Source: an optimization exercise on an open RTL-to-GDS flow (aim: small area, a short achievable clock period and few clock cycles per item). Production flows keep margins and buffers that such runs may drop.
At most, simulation tests tie the RTL to the original design; equivalence was not proved.
Power is estimated from default activity; no workload was simulated.

==> v5: inputs <==
==> flow/design.v <==
package mtdtmf_pkg;
	localparam int PHASE_WIDTH = 16;
	localparam int COUNT_WIDTH = 16;
	localparam int SAMPLE_W    = 17;
	localparam int CHAR_W      = 8;
	localparam int CFG_INDEX_W = 3;
	localparam int CFG_DATA_W  = 64;
	localparam logic [14:0] AMPLITUDE_RST  = 15'd16384;
	localparam logic [15:0] TONE_LEN_RST   = 16'd4000;
	localparam logic [15:0] SHORT_GAP_RST  = 16'd400;
	localparam logic [15:0] LETTER_GAP_RST = 16'd4000;
	function automatic logic [14:0] sine_q(input logic [6:0] idx);
		case (idx)
			7'd0: sine_q = 15'd0;
			7'd1: sine_q = 15'd804;
			7'd2: sine_q = 15'd1607;
			7'd3: sine_q = 15'd2410;
			7'd4: sine_q = 15'd3211;
			7'd5: sine_q = 15'd4011;
			7'd6: sine_q = 15'd4808;
			7'd7: sine_q = 15'd5602;
			7'd8: sine_q = 15'd6393;
			7'd9: sine_q = 15'd7179;
			7'd10: sine_q = 15'd7962;
			7'd11: sine_q = 15'd8740;
			7'd12: sine_q = 15'd9513;
			7'd13: sine_q = 15'd10279;
			7'd14: sine_q = 15'd11040;
			7'd15: sine_q = 15'd11794;
			7'd16: sine_q = 15'd12541;
			7'd17: sine_q = 15'd13281;
			7'd18: sine_q = 15'd14013;
			7'd19: sine_q = 15'd14736;
			7'd20: sine_q = 15'd15450;
			7'd21: sine_q = 15'd16155;
			7'd22: sine_q = 15'd16850;
			7'd23: sine_q = 15'd17535;
			7'd24: sine_q = 15'd18210;
			7'd25: sine_q = 15'd18874;
			7'd26: sine_q = 15'd19526;
			7'd27: sine_q = 15'd20167;
			7'd28: sine_q = 15'd20795;
			7'd29: sine_q = 15'd21411;
			7'd30: sine_q = 15'd22014;
			7'd31: sine_q = 15'd22604;
			7'd32: sine_q = 15'd23180;
			7'd33: sine_q = 15'd23742;
			7'd34: sine_q = 15'd24290;
			7'd35: sine_q = 15'd24823;
			7'd36: sine_q = 15'd25342;
			7'd37: sine_q = 15'd25844;
			7'd38: sine_q = 15'd26332;
			7'd39: sine_q = 15'd26803;
			7'd40: sine_q = 15'd27258;
			7'd41: sine_q = 15'd27697;
			7'd42: sine_q = 15'd28119;
			7'd43: sine_q = 15'd28524;
			7'd44: sine_q = 15'd28911;
			7'd45: sine_q = 15'd29281;
			7'd46: sine_q = 15'd29634;
			7'd47: sine_q = 15'd29969;
			7'd48: sine_q = 15'd30285;
			7'd49: sine_q = 15'd30583;
			7'd50: sine_q = 15'd30863;
			7'd51: sine_q = 15'd31123;
			7'd52: sine_q = 15'd31366;
			7'd53: sine_q = 15'd31589;
			7'd54: sine_q = 15'd31793;
			7'd55: sine_q = 15'd31978;
			7'd56: sine_q = 15'd32144;
			7'd57: sine_q = 15'd32290;
			7'd58: sine_q = 15'd32417;
			7'd59: sine_q = 15'd32524;
			7'd60: sine_q = 15'd32612;
			7'd61: sine_q = 15'd32680;
			7'd62: sine_q = 15'd32729;
			7'd63: sine_q = 15'd32759;
			7'd64: sine_q = 15'd32767;
			default: sine_q = 15'd0;
		endcase
	endfunction
	function automatic logic [16:0] sine17(input logic [7:0] addr);
		logic [6:0]  idx;
		logic [16:0] mag;
		idx = addr[6] ? (7'd64 - {1'b0, addr[5:0]}) : {1'b0, addr[5:0]};
		mag = {2'b00, sine_q(idx)};
		sine17 = addr[7] ? (17'd0 - mag) : mag;
	endfunction
endpackage
module mtdtmf_seq (
	input  logic        clk,
	input  logic        arst_n,
	input  logic        fire,
	input  logic        action,
	input  logic [7:0]  char_code,
	input  logic [47:0] low_steps,
	input  logic [63:0] high_steps,
	input  logic [15:0] tone_len_cfg,
	input  logic [15:0] short_gap,
	input  logic [15:0] letter_gap,
	output logic [16:0] res_sum,
	output logic        res_active,
	output logic        res_done,
	output logic        res_rejected
);
	localparam logic [1:0] KIND_IDLE   = 2'd0;
	localparam logic [1:0] KIND_TONE   = 2'd1;
	localparam logic [1:0] KIND_SHORT  = 2'd2;
	localparam logic [1:0] KIND_LETTER = 2'd3;
	logic [1:0]  kind_q, kind_d;
	logic [3:0]  key_q, key_d;
	logic [2:0]  presses_q, presses_d;
	logic [15:0] count_q, count_d;
	logic [15:0] low_phase_q, low_phase_d;
	logic [15:0] high_phase_q, high_phase_d;
	logic [3:0]  map_key;
	logic [2:0]  map_presses;
	logic [1:0]  lo_sel, hi_sel;
	logic [15:0] lo_step, hi_step;
	logic [15:0] count_inc;
	logic [15:0] tone_len;
	logic [2:0]  presses_dec;
	logic [16:0] sine_sum;
	always_comb begin
		map_key     = 4'd0;
		map_presses = 3'd0;
		if (char_code >= "1" && char_code <= "9") begin
			map_key     = 4'(char_code - "1");
			map_presses = 3'd1;
		end else if (char_code == "0") begin
			map_key     = 4'd10;
			map_presses = 3'd1;
		end else if (char_code >= "a" && char_code <= "c") begin
			map_key     = 4'd1;
			map_presses = 3'(char_code - "a" + 8'd2);
		end else if (char_code >= "d" && char_code <= "f") begin
			map_key     = 4'd2;
			map_presses = 3'(char_code - "d" + 8'd2);
		end else if (char_code >= "g" && char_code <= "i") begin
			map_key     = 4'd3;
			map_presses = 3'(char_code - "g" + 8'd2);
		end else if (char_code >= "j" && char_code <= "l") begin
			map_key     = 4'd4;
			map_presses = 3'(char_code - "j" + 8'd2);
		end else if (char_code >= "m" && char_code <= "o") begin
			map_key     = 4'd5;
			map_presses = 3'(char_code - "m" + 8'd2);
		end else if (char_code >= "p" && char_code <= "r") begin
			map_key     = 4'd6;
			map_presses = 3'(char_code - "p" + 8'd2);
		end else if (char_code == "s") begin
			map_key     = 4'd6;
			map_presses = 3'd5;
		end else if (char_code >= "t" && char_code <= "v") begin
			map_key     = 4'd7;
			map_presses = 3'(char_code - "t" + 8'd2);
		end else if (char_code >= "w" && char_code <= "y") begin
			map_key     = 4'd8;
			map_presses = 3'(char_code - "w" + 8'd2);
		end else if (char_code == "z") begin
			map_key     = 4'd8;
			map_presses = 3'd5;
		end else if (char_code == ".") begin
			map_key     = 4'd9;
			map_presses = 3'd2;
		end else if (char_code == "!") begin
			map_key     = 4'd9;
			map_presses = 3'd3;
		end else if (char_code == "?") begin
			map_key     = 4'd9;
			map_presses = 3'd4;
		end else if (char_code == "#") begin
			map_key     = 4'd9;
			map_presses = 3'd1;
		end else if (char_code == " ") begin
			map_key     = 4'd10;
			map_presses = 3'd2;
		end
	end
	always_comb begin
		case (key_q)
			4'd0:    begin lo_sel = 2'd0; hi_sel = 2'd0; end
			4'd1:    begin lo_sel = 2'd1; hi_sel = 2'd0; end
			4'd2:    begin lo_sel = 2'd2; hi_sel = 2'd0; end
			4'd3:    begin lo_sel = 2'd0; hi_sel = 2'd1; end
			4'd4:    begin lo_sel = 2'd1; hi_sel = 2'd1; end
			4'd5:    begin lo_sel = 2'd2; hi_sel = 2'd1; end
			4'd6:    begin lo_sel = 2'd0; hi_sel = 2'd2; end
			4'd7:    begin lo_sel = 2'd1; hi_sel = 2'd2; end
			4'd8:    begin lo_sel = 2'd2; hi_sel = 2'd2; end
			4'd9:    begin lo_sel = 2'd0; hi_sel = 2'd3; end
			4'd10:   begin lo_sel = 2'd1; hi_sel = 2'd3; end
			default: begin lo_sel = 2'bxx; hi_sel = 2'bxx; end
		endcase
	end
	assign lo_step = (lo_sel == 2'd0) ? low_steps[15:0] : (lo_sel == 2'd1) ? low_steps[31:16] : low_steps[47:32];
	assign hi_step = high_steps[{hi_sel, 4'b0000} +: 16];
	assign sine_sum    = mtdtmf_pkg::sine17(low_phase_q[15:8]) + mtdtmf_pkg::sine17(high_phase_q[15:8]);
	assign count_inc   = count_q + 16'd1;
	assign tone_len    = (tone_len_cfg == 16'd0) ? 16'd1 : tone_len_cfg;
	assign presses_dec = presses_q - 3'd1;
	always_comb begin
		kind_d       = kind_q;
		key_d        = key_q;
		presses_d    = presses_q;
		count_d      = count_q;
		low_phase_d  = low_phase_q;
		high_phase_d = high_phase_q;
		res_sum      = 17'd0;
		res_active   = 1'b0;
		res_done     = 1'b0;
		res_rejected = 1'b0;
		if (!action) begin
			if (kind_q != KIND_IDLE || map_presses == 3'd0) begin
				res_rejected = 1'b1;
				res_active   = (kind_q != KIND_IDLE);
			end else begin
				key_d        = map_key;
				presses_d    = map_presses;
				kind_d       = KIND_TONE;
				count_d      = '0;
				low_phase_d  = '0;
				high_phase_d = '0;
				res_active   = 1'b1;
			end
		end else begin
			case (kind_q)
				KIND_TONE: begin
					res_sum      = sine_sum;
					res_active   = 1'b1;
					low_phase_d  = low_phase_q + lo_step;
					high_phase_d = high_phase_q + hi_step;
					count_d      = count_inc;
					if (count_inc >= tone_len) begin
						presses_d = presses_dec;
						count_d   = '0;
						if (presses_dec != 3'd0) begin
							if (short_gap == '0) begin
								low_phase_d  = '0;
								high_phase_d = '0;
							end else begin
								kind_d = KIND_SHORT;
							end
						end else if (letter_gap == '0) begin
							kind_d   = KIND_IDLE;
							res_done = 1'b1;
						end else begin
							kind_d = KIND_LETTER;
						end
					end
				end
				KIND_SHORT: begin
					res_active = 1'b1;
					count_d    = count_inc;
					if (count_inc >= short_gap) begin
						kind_d       = KIND_TONE;
						count_d      = '0;
						low_phase_d  = '0;
						high_phase_d = '0;
					end
				end
				KIND_LETTER: begin
					res_active = 1'b1;
					count_d    = count_inc;
					if (count_inc >= letter_gap) begin
						kind_d   = KIND_IDLE;
						count_d  = '0;
						res_done = 1'b1;
					end
				end
				default: begin
				end
			endcase
		end
	end
	always_ff @(posedge clk or negedge arst_n) begin
		if (!arst_n) begin
			kind_q <= KIND_IDLE;
		end else if (fire) begin
			kind_q <= kind_d;
		end
	end
	always_ff @(posedge clk) begin
		if (fire) begin
			key_q        <= key_d;
			presses_q    <= presses_d;
			count_q      <= count_d;
			low_phase_q  <= low_phase_d;
			high_phase_q <= high_phase_d;
		end
	end
endmodule
module multitap_dtmf_tone_generator (
	input  logic        clk,
	input  logic        arst_n,
	input  logic        s_tvalid,
	output logic        s_tready,
	input  logic [7:0]  s_tdata,    
	input  logic        s_tuser,    
	output logic        m_tvalid,
	input  logic        m_tready,
	output logic [23:0] m_tdata,    
	output logic        m_tlast,    
	input  logic        cfg_valid,
	output logic        cfg_ready,
	input  logic [2:0]  cfg_index,
	input  logic [63:0] cfg_data
);
	logic [47:0] low_steps_q;
	logic [63:0] high_steps_q;
	logic [14:0] amplitude_q;
	logic [15:0] tone_len_q;
	logic [15:0] short_gap_q;
	logic [15:0] letter_gap_q;
	logic        skid_v;
	logic [8:0]  skid_d;
	logic        in_v;
	logic [8:0]  in_d;
	logic        v2;
	logic [16:0] sum2;
	logic        act2, done2, rej2;
	logic        vo;
	logic [16:0] sample_q;
	logic        act_q, done_q, rej_q;
	logic        out_free, r2_free, fire;
	logic [16:0] seq_sum;
	logic        seq_act, seq_done, seq_rej;
	logic [32:0] prod;
	assign cfg_ready = 1'b1;
	always_ff @(posedge clk) begin
		if (!arst_n) begin
			low_steps_q  <= '0;
			high_steps_q <= '0;
			amplitude_q  <= 15'd16384;
			tone_len_q   <= 16'd4000;
			short_gap_q  <= 16'd400;
			letter_gap_q <= 16'd4000;
		end else if (cfg_valid) begin
			case (cfg_index)
				3'd0: low_steps_q  <= cfg_data[47:0];
				3'd1: high_steps_q <= cfg_data;
				3'd2: amplitude_q  <= cfg_data[14:0];
				3'd3: tone_len_q   <= cfg_data[15:0];
				3'd4: short_gap_q  <= cfg_data[15:0];
				3'd5: letter_gap_q <= cfg_data[15:0];
				default: begin
				end
			endcase
		end
	end
	assign out_free = !vo || m_tready;
	assign r2_free  = !v2 || out_free;
	assign in_v     = skid_v || s_tvalid;
	assign in_d     = skid_v ? skid_d : {s_tuser, s_tdata};
	assign fire     = in_v && r2_free;
	assign s_tready = !skid_v;
	always_ff @(posedge clk or negedge arst_n) begin
		if (!arst_n) begin
			skid_v <= 1'b0;
		end else if (fire) begin
			skid_v <= 1'b0;
		end else if (s_tvalid) begin
			skid_v <= 1'b1;
		end
	end
	always_ff @(posedge clk) begin
		if (!skid_v) begin
			skid_d <= {s_tuser, s_tdata};
		end
	end
	mtdtmf_seq u_seq (
		.clk          (clk),
		.arst_n       (arst_n),
		.fire         (fire),
		.action       (in_d[8]),
		.char_code    (in_d[7:0]),
		.low_steps    (low_steps_q),
		.high_steps   (high_steps_q),
		.tone_len_cfg (tone_len_q),
		.short_gap    (short_gap_q),
		.letter_gap   (letter_gap_q),
		.res_sum      (seq_sum),
		.res_active   (seq_act),
		.res_done     (seq_done),
		.res_rejected (seq_rej)
	);
	always_ff @(posedge clk or negedge arst_n) begin
		if (!arst_n) begin
			v2 <= 1'b0;
		end else if (r2_free) begin
			v2 <= fire;
		end
	end
	always_ff @(posedge clk) begin
		if (fire) begin
			sum2  <= seq_sum;
			act2  <= seq_act;
			done2 <= seq_done;
			rej2  <= seq_rej;
		end
	end
	assign prod = $signed({18'd0, amplitude_q}) * $signed({{16{sum2[16]}}, sum2})
		+ 33'd16384 - {32'd0, sum2[16]};
	always_ff @(posedge clk or negedge arst_n) begin
		if (!arst_n) begin
			vo <= 1'b0;
		end else if (out_free) begin
			vo <= v2;
		end
	end
	always_ff @(posedge clk) begin
		if (v2 && out_free) begin
			sample_q <= prod[31:15];
			act_q    <= act2;
			done_q   <= done2;
			rej_q    <= rej2;
		end
	end
	assign m_tvalid = vo;
	assign m_tdata  = {5'd0, rej_q, act_q, sample_q};
	assign m_tlast  = done_q;
endmodule
==> flow/run.sh <==
#!/bin/bash
# synth_recipe.tcl (not shown) runs the flow's synth.tcl, then flattens the netlist and writes it again
# the make line also repeats each setting of config.mk as NAME=value (left out here)
make -C /OpenROAD-flow-scripts/flow DESIGN_CONFIG=/design/flow/config.mk WORK_HOME=/design/flow/orfs CLKGATE_MAP_FILE= SYNTH_SCRIPT=/design/flow/synth_recipe.tcl finish
==> flow/config.mk <==
export PLATFORM = sky130hd
export DESIGN_NAME = multitap_dtmf_tone_generator
export DESIGN_NICKNAME = multitap_dtmf_tone_generator
export VERILOG_FILES = /design/flow/design.v
export SDC_FILE = /design/flow/constraint.sdc
export NUM_CORES = 4
export LEC_CHECK = 0
export ABC_CLOCK_PERIOD_IN_PS = 4000
export CAP_MARGIN = 20
export CORE_MARGIN = 2
export CORE_UTILIZATION = 50
export SETUP_SLACK_MARGIN = 4.5
export SLEW_MARGIN = 20
==> flow/constraint.sdc <==
create_clock -name core_clock -period 9.0 [get_ports {clk}]
set_input_delay 1.8000 -clock core_clock [delete_from_list [all_inputs] [get_ports {clk}]]
set_output_delay 1.8000 -clock core_clock [all_outputs]
set_load 0.01 [all_outputs]
==> v12 (differences from v5) <==
--- a/flow/design.v
+++ b/flow/design.v
@@ -325,7 +325,13 @@
 	logic        out_free, r2_free, fire;
 	logic [16:0] seq_sum;
 	logic        seq_act, seq_done, seq_rej;
-	logic [32:0] prod;
+	logic        v3;
+	logic [16:0] sum3;
+	logic [16:0] xh3;
+	logic        act3, done3, rej3;
+	logic        r3_free;
+	logic [25:0] xlo;
+	logic [24:0] yhi;
 	assign cfg_ready = 1'b1;
 	always_ff @(posedge clk) begin
 		if (!arst_n) begin
@@ -349,7 +355,8 @@
 		end
 	end
 	assign out_free = !vo || m_tready;
-	assign r2_free  = !v2 || out_free;
+	assign r3_free  = !v3 || out_free;
+	assign r2_free  = !v2 || r3_free;
 	assign in_v     = skid_v || s_tvalid;
 	assign in_d     = skid_v ? skid_d : {s_tuser, s_tdata};
 	assign fire     = in_v && r2_free;
@@ -399,21 +406,37 @@
 			rej2  <= seq_rej;
 		end
 	end
-	assign prod = $signed({18'd0, amplitude_q}) * $signed({{16{sum2[16]}}, sum2})
-		+ 33'd16384 - {32'd0, sum2[16]};
+	assign xlo = $signed(sum2) * $signed({1'b0, amplitude_q[7:0]}) + 26'sd16384 - $signed({25'd0, sum2[16]});
+	always_ff @(posedge clk or negedge arst_n) begin
+		if (!arst_n) begin
+			v3 <= 1'b0;
+		end else if (r3_free) begin
+			v3 <= v2;
+		end
+	end
+	always_ff @(posedge clk) begin
+		if (v2 && r3_free) begin
+			sum3  <= sum2;
+			xh3   <= xlo[24:8];
+			act3  <= act2;
+			done3 <= done2;
+			rej3  <= rej2;
+		end
+	end
+	assign yhi = $signed(sum3) * $signed({1'b0, amplitude_q[14:8]}) + $signed(xh3);
 	always_ff @(posedge clk or negedge arst_n) begin
 		if (!arst_n) begin
 			vo <= 1'b0;
 		end else if (out_free) begin
-			vo <= v2;
+			vo <= v3;
 		end
 	end
 	always_ff @(posedge clk) begin
-		if (v2 && out_free) begin
-			sample_q <= prod[31:15];
-			act_q    <= act2;
-			done_q   <= done2;
-			rej_q    <= rej2;
+		if (v3 && out_free) begin
+			sample_q <= yhi[23:7];
+			act_q    <= act3;
+			done_q   <= done3;
+			rej_q    <= rej3;
 		end
 	end
 	assign m_tvalid = vo;
ABC_CLOCK_PERIOD_IN_PS = 3500   (was 4000)
SETUP_SLACK_MARGIN = 5   (was 4.5)
==> v24 (differences from v5) <==
--- a/flow/design.v
+++ b/flow/design.v
@@ -79,12 +79,8 @@
 			default: sine_q = 15'd0;
 		endcase
 	endfunction
-	function automatic logic [16:0] sine17(input logic [7:0] addr);
-		logic [6:0]  idx;
-		logic [16:0] mag;
-		idx = addr[6] ? (7'd64 - {1'b0, addr[5:0]}) : {1'b0, addr[5:0]};
-		mag = {2'b00, sine_q(idx)};
-		sine17 = addr[7] ? (17'd0 - mag) : mag;
+	function automatic logic [6:0] sine_idx(input logic [6:0] addr);
+		sine_idx = addr[6] ? (7'd64 - {1'b0, addr[5:0]}) : {1'b0, addr[5:0]};
 	endfunction
 endpackage
 module mtdtmf_seq (
@@ -98,7 +94,10 @@
 	input  logic [15:0] tone_len_cfg,
 	input  logic [15:0] short_gap,
 	input  logic [15:0] letter_gap,
-	output logic [16:0] res_sum,
+	output logic [6:0]  res_lo_idx,
+	output logic        res_lo_neg,
+	output logic [6:0]  res_hi_idx,
+	output logic        res_hi_neg,
 	output logic        res_active,
 	output logic        res_done,
 	output logic        res_rejected
@@ -120,7 +119,6 @@
 	logic [15:0] count_inc;
 	logic [15:0] tone_len;
 	logic [2:0]  presses_dec;
-	logic [16:0] sine_sum;
 	always_comb begin
 		map_key     = 4'd0;
 		map_presses = 3'd0;
@@ -195,7 +193,6 @@
 	end
 	assign lo_step = (lo_sel == 2'd0) ? low_steps[15:0] : (lo_sel == 2'd1) ? low_steps[31:16] : low_steps[47:32];
 	assign hi_step = high_steps[{hi_sel, 4'b0000} +: 16];
-	assign sine_sum    = mtdtmf_pkg::sine17(low_phase_q[15:8]) + mtdtmf_pkg::sine17(high_phase_q[15:8]);
 	assign count_inc   = count_q + 16'd1;
 	assign tone_len    = (tone_len_cfg == 16'd0) ? 16'd1 : tone_len_cfg;
 	assign presses_dec = presses_q - 3'd1;
@@ -206,7 +203,10 @@
 		count_d      = count_q;
 		low_phase_d  = low_phase_q;
 		high_phase_d = high_phase_q;
-		res_sum      = 17'd0;
+		res_lo_idx   = 7'd0;
+		res_lo_neg   = 1'b0;
+		res_hi_idx   = 7'd0;
+		res_hi_neg   = 1'b0;
 		res_active   = 1'b0;
 		res_done     = 1'b0;
 		res_rejected = 1'b0;
@@ -226,7 +226,10 @@
 		end else begin
 			case (kind_q)
 				KIND_TONE: begin
-					res_sum      = sine_sum;
+					res_lo_idx   = mtdtmf_pkg::sine_idx(low_phase_q[14:8]);
+					res_lo_neg   = low_phase_q[15];
+					res_hi_idx   = mtdtmf_pkg::sine_idx(high_phase_q[14:8]);
+					res_hi_neg   = high_phase_q[15];
 					res_active   = 1'b1;
 					low_phase_d  = low_phase_q + lo_step;
 					high_phase_d = high_phase_q + hi_step;
@@ -316,16 +319,27 @@
 	logic [8:0]  skid_d;
 	logic        in_v;
 	logic [8:0]  in_d;
+	logic        adv, fire;
+	logic [6:0]  seq_lo_idx, seq_hi_idx;
+	logic        seq_lo_neg, seq_hi_neg;
+	logic        seq_act, seq_done, seq_rej;
 	logic        v2;
-	logic [16:0] sum2;
+	logic [6:0]  lo_idx2, hi_idx2;
+	logic        lo_neg2, hi_neg2;
 	logic        act2, done2, rej2;
+	logic [16:0] lo_val, hi_val, sum_d;
+	logic        v3;
+	logic [16:0] sum3;
+	logic        act3, done3, rej3;
+	logic [25:0] xlo;
+	logic        v4;
+	logic [16:0] sum4;
+	logic [16:0] xh4;
+	logic        act4, done4, rej4;
+	logic [24:0] yhi;
 	logic        vo;
 	logic [16:0] sample_q;
 	logic        act_q, done_q, rej_q;
-	logic        out_free, r2_free, fire;
-	logic [16:0] seq_sum;
-	logic        seq_act, seq_done, seq_rej;
-	logic [32:0] prod;
 	assign cfg_ready = 1'b1;
 	always_ff @(posedge clk) begin
 		if (!arst_n) begin
@@ -348,11 +362,10 @@
 			endcase
 		end
 	end
-	assign out_free = !vo || m_tready;
-	assign r2_free  = !v2 || out_free;
+	assign adv      = !vo || m_tready;
 	assign in_v     = skid_v || s_tvalid;
 	assign in_d     = skid_v ? skid_d : {s_tuser, s_tdata};
-	assign fire     = in_v && r2_free;
+	assign fire     = in_v && adv;
 	assign s_tready = !skid_v;
 	always_ff @(posedge clk or negedge arst_n) begin
 		if (!arst_n) begin
@@ -379,7 +392,10 @@
 		.tone_len_cfg (tone_len_q),
 		.short_gap    (short_gap_q),
 		.letter_gap   (letter_gap_q),
-		.res_sum      (seq_sum),
+		.res_lo_idx   (seq_lo_idx),
+		.res_lo_neg   (seq_lo_neg),
+		.res_hi_idx   (seq_hi_idx),
+		.res_hi_neg   (seq_hi_neg),
 		.res_active   (seq_act),
 		.res_done     (seq_done),
 		.res_rejected (seq_rej)
@@ -387,33 +403,55 @@
 	always_ff @(posedge clk or negedge arst_n) begin
 		if (!arst_n) begin
 			v2 <= 1'b0;
-		end else if (r2_free) begin
-			v2 <= fire;
+			v3 <= 1'b0;
+			v4 <= 1'b0;
+			vo <= 1'b0;
+		end else if (adv) begin
+			v2 <= in_v;
+			v3 <= v2;
+			v4 <= v3;
+			vo <= v4;
 		end
 	end
 	always_ff @(posedge clk) begin
-		if (fire) begin
-			sum2  <= seq_sum;
-			act2  <= seq_act;
-			done2 <= seq_done;
-			rej2  <= seq_rej;
+		if (adv) begin
+			lo_idx2 <= seq_lo_idx;
+			lo_neg2 <= seq_lo_neg;
+			hi_idx2 <= seq_hi_idx;
+			hi_neg2 <= seq_hi_neg;
+			act2    <= seq_act;
+			done2   <= seq_done;
+			rej2    <= seq_rej;
 		end
 	end
-	assign prod = $signed({18'd0, amplitude_q}) * $signed({{16{sum2[16]}}, sum2})
-		+ 33'd16384 - {32'd0, sum2[16]};
-	always_ff @(posedge clk or negedge arst_n) begin
-		if (!arst_n) begin
-			vo <= 1'b0;
-		end else if (out_free) begin
-			vo <= v2;
+	assign lo_val = {2'b00, mtdtmf_pkg::sine_q(lo_idx2)} ^ {17{lo_neg2}};
+	assign hi_val = {2'b00, mtdtmf_pkg::sine_q(hi_idx2)} ^ {17{hi_neg2}};
+	assign sum_d  = lo_val + hi_val + {15'd0, lo_neg2 & hi_neg2, lo_neg2 ^ hi_neg2};
+	always_ff @(posedge clk) begin
+		if (adv) begin
+			sum3  <= sum_d;
+			act3  <= act2;
+			done3 <= done2;
+			rej3  <= rej2;
+		end
+	end
+	assign xlo = $signed(sum3) * $signed({1'b0, amplitude_q[7:0]}) + 26'sd16384 - $signed({25'd0, sum3[16]});
+	always_ff @(posedge clk) begin
+		if (adv) begin
+			sum4  <= sum3;
+			xh4   <= xlo[24:8];
+			act4  <= act3;
+			done4 <= done3;
+			rej4  <= rej3;
 		end
 	end
+	assign yhi = $signed(sum4) * $signed({1'b0, amplitude_q[14:8]}) + $signed(xh4);
 	always_ff @(posedge clk) begin
-		if (v2 && out_free) begin
-			sample_q <= prod[31:15];
-			act_q    <= act2;
-			done_q   <= done2;
-			rej_q    <= rej2;
+		if (adv) begin
+			sample_q <= yhi[23:7];
+			act_q    <= act4;
+			done_q   <= done4;
+			rej_q    <= rej4;
 		end
 	end
 	assign m_tvalid = vo;
ABC_AREA = 1   (was unset)
ABC_CLOCK_PERIOD_IN_PS = unset   (was 4000)
SETUP_SLACK_MARGIN = 4   (was 4.5)
==> flow_summary_export.csv <==
group,metric,value,unit
logic_synthesis,yosysMostFrequentCell,"nand2_1",
die,start_util,50.26,%
logic_synthesis,synth_commonest_cells,"nand2_1 (606), inv_1 (430), fa_1 (280), ha_1 (206), dfxtp_1 (188)",
sta,clock_skew,0.02656,ns
final_layout,layout_common_cells,"nand2_1 (602), inv_1 (409), fa_1 (271), buf_4 (183), ha_1 (176)",
final_layout,buffers_excl_clock,322,
pwr,p_leak,0.01525,uW
place,dp.final_hpwl,62160,um
drt,wl_met1,39540,um
final_layout,seqCellArea,6771,um^2
place,placed_cell_area,31950,um^2
pwr,power.internal,5729,uW
pwr,p_clk_share,14.0,%
outcome,status,"finished clean",
logic_synthesis,netlist-cell-type-count,111,
pwr,p_comb_share,68.7,%
logic_synthesis,synthSimpleGateAreaFrac,17.72,%
Source of the figures above: v5

==> flow_summary_export.csv <==
group,metric,value,unit
outcome,status,"finished clean",
die,start_util,50.60,%
final_layout,layout_common_cells,"nand2_1 (581), inv_1 (369), fa_1 (230), ha_1 (198), nor2_1 (176)",
logic_synthesis,yosysMostFrequentCell,"nand2_1",
pwr,p_leak,0.01553,uW
place,placed_cell_area,32510,um^2
pwr,power.internal,5899,uW
final_layout,top_regs,"high_steps_q (64), low_steps_q (48)",
logic_synthesis,synthSimpleGateAreaFrac,19.13,%
pwr,p_clk_share,16.9,%
final_layout,buffers_excl_clock,339,
logic_synthesis,synth_edf_count,132,
pwr,power,10210,uW
pwr,p_comb_share,62.4,%
sta,slew_viol_final,0,
place,dp.final_hpwl,60870,um
drt,wl_met1,38670,um
logic_synthesis,netlist-cell-type-count,113,
logic_synthesis,synth_commonest_cells,"nand2_1 (594), inv_1 (385), fa_1 (235), ha_1 (229), nor2_1 (199)",
die,die_w,251.4,um
Source of the figures above: v12

==> flow_summary_export.csv <==
group,metric,value,unit
outcome,status,"finished clean",
final_layout,layout_common_cells,"inv_1 (722), nand2_1 (661), nor2_1 (450), o21ai_0 (303), ha_1 (243)",
pwr,p_clk_share,12.6,%
pwr,p_comb_share,65.8,%
pwr,power.internal,6841,uW
logic_synthesis,netlist-cell-type-count,62,
logic_synthesis,yosysMostFrequentCell,"inv_1",
die,start_util,50.43,%
place,dp.final_hpwl,59910,um
sta,clock_skew,0.02086,ns
place,placed_cell_area,31970,um^2
pwr,p_leak,0.01722,uW
drt,wl_met1,36460,um
logic_synthesis,synthSimpleGateAreaFrac,18.19,%
Source of the figures above: v24

Testbench counts of v12, summed over its fixed seeds: cycles 76,941, items 76,773.
For v5 and v24, only the layout was checked, not whether the RTL still works.

## port drivers added, routing unchanged
How much do the figures lean on ideal ports? The routed layouts below were timed once more, with nothing changed but the port constraints. Step 1: set_driving_cell puts a clkbuf_16 on clk and a buf_2 on each other input, an assumption about the parent block. Step 2, shift: input delay + t, output delay - t, t = (earliest + latest rising clock arrival at the registers) / 2. This alone moves slack from input paths to output paths. Slacks: ideal ports / drivers / drivers and shift; pairs: ideal ports / drivers.
run	t (ns)	setup WS [ns]	slew at the worst register clock pin (ns)
v5	0.606	2.690 / 2.690 / 2.690	0.06 / 0.06
v12	0.637	3.207 / 3.207 / 3.207	0.06 / 0.06
v24	0.649	3.489 / 3.489 / 3.489	0.07 / 0.07
After both steps setup and hold are still met in every run listed.
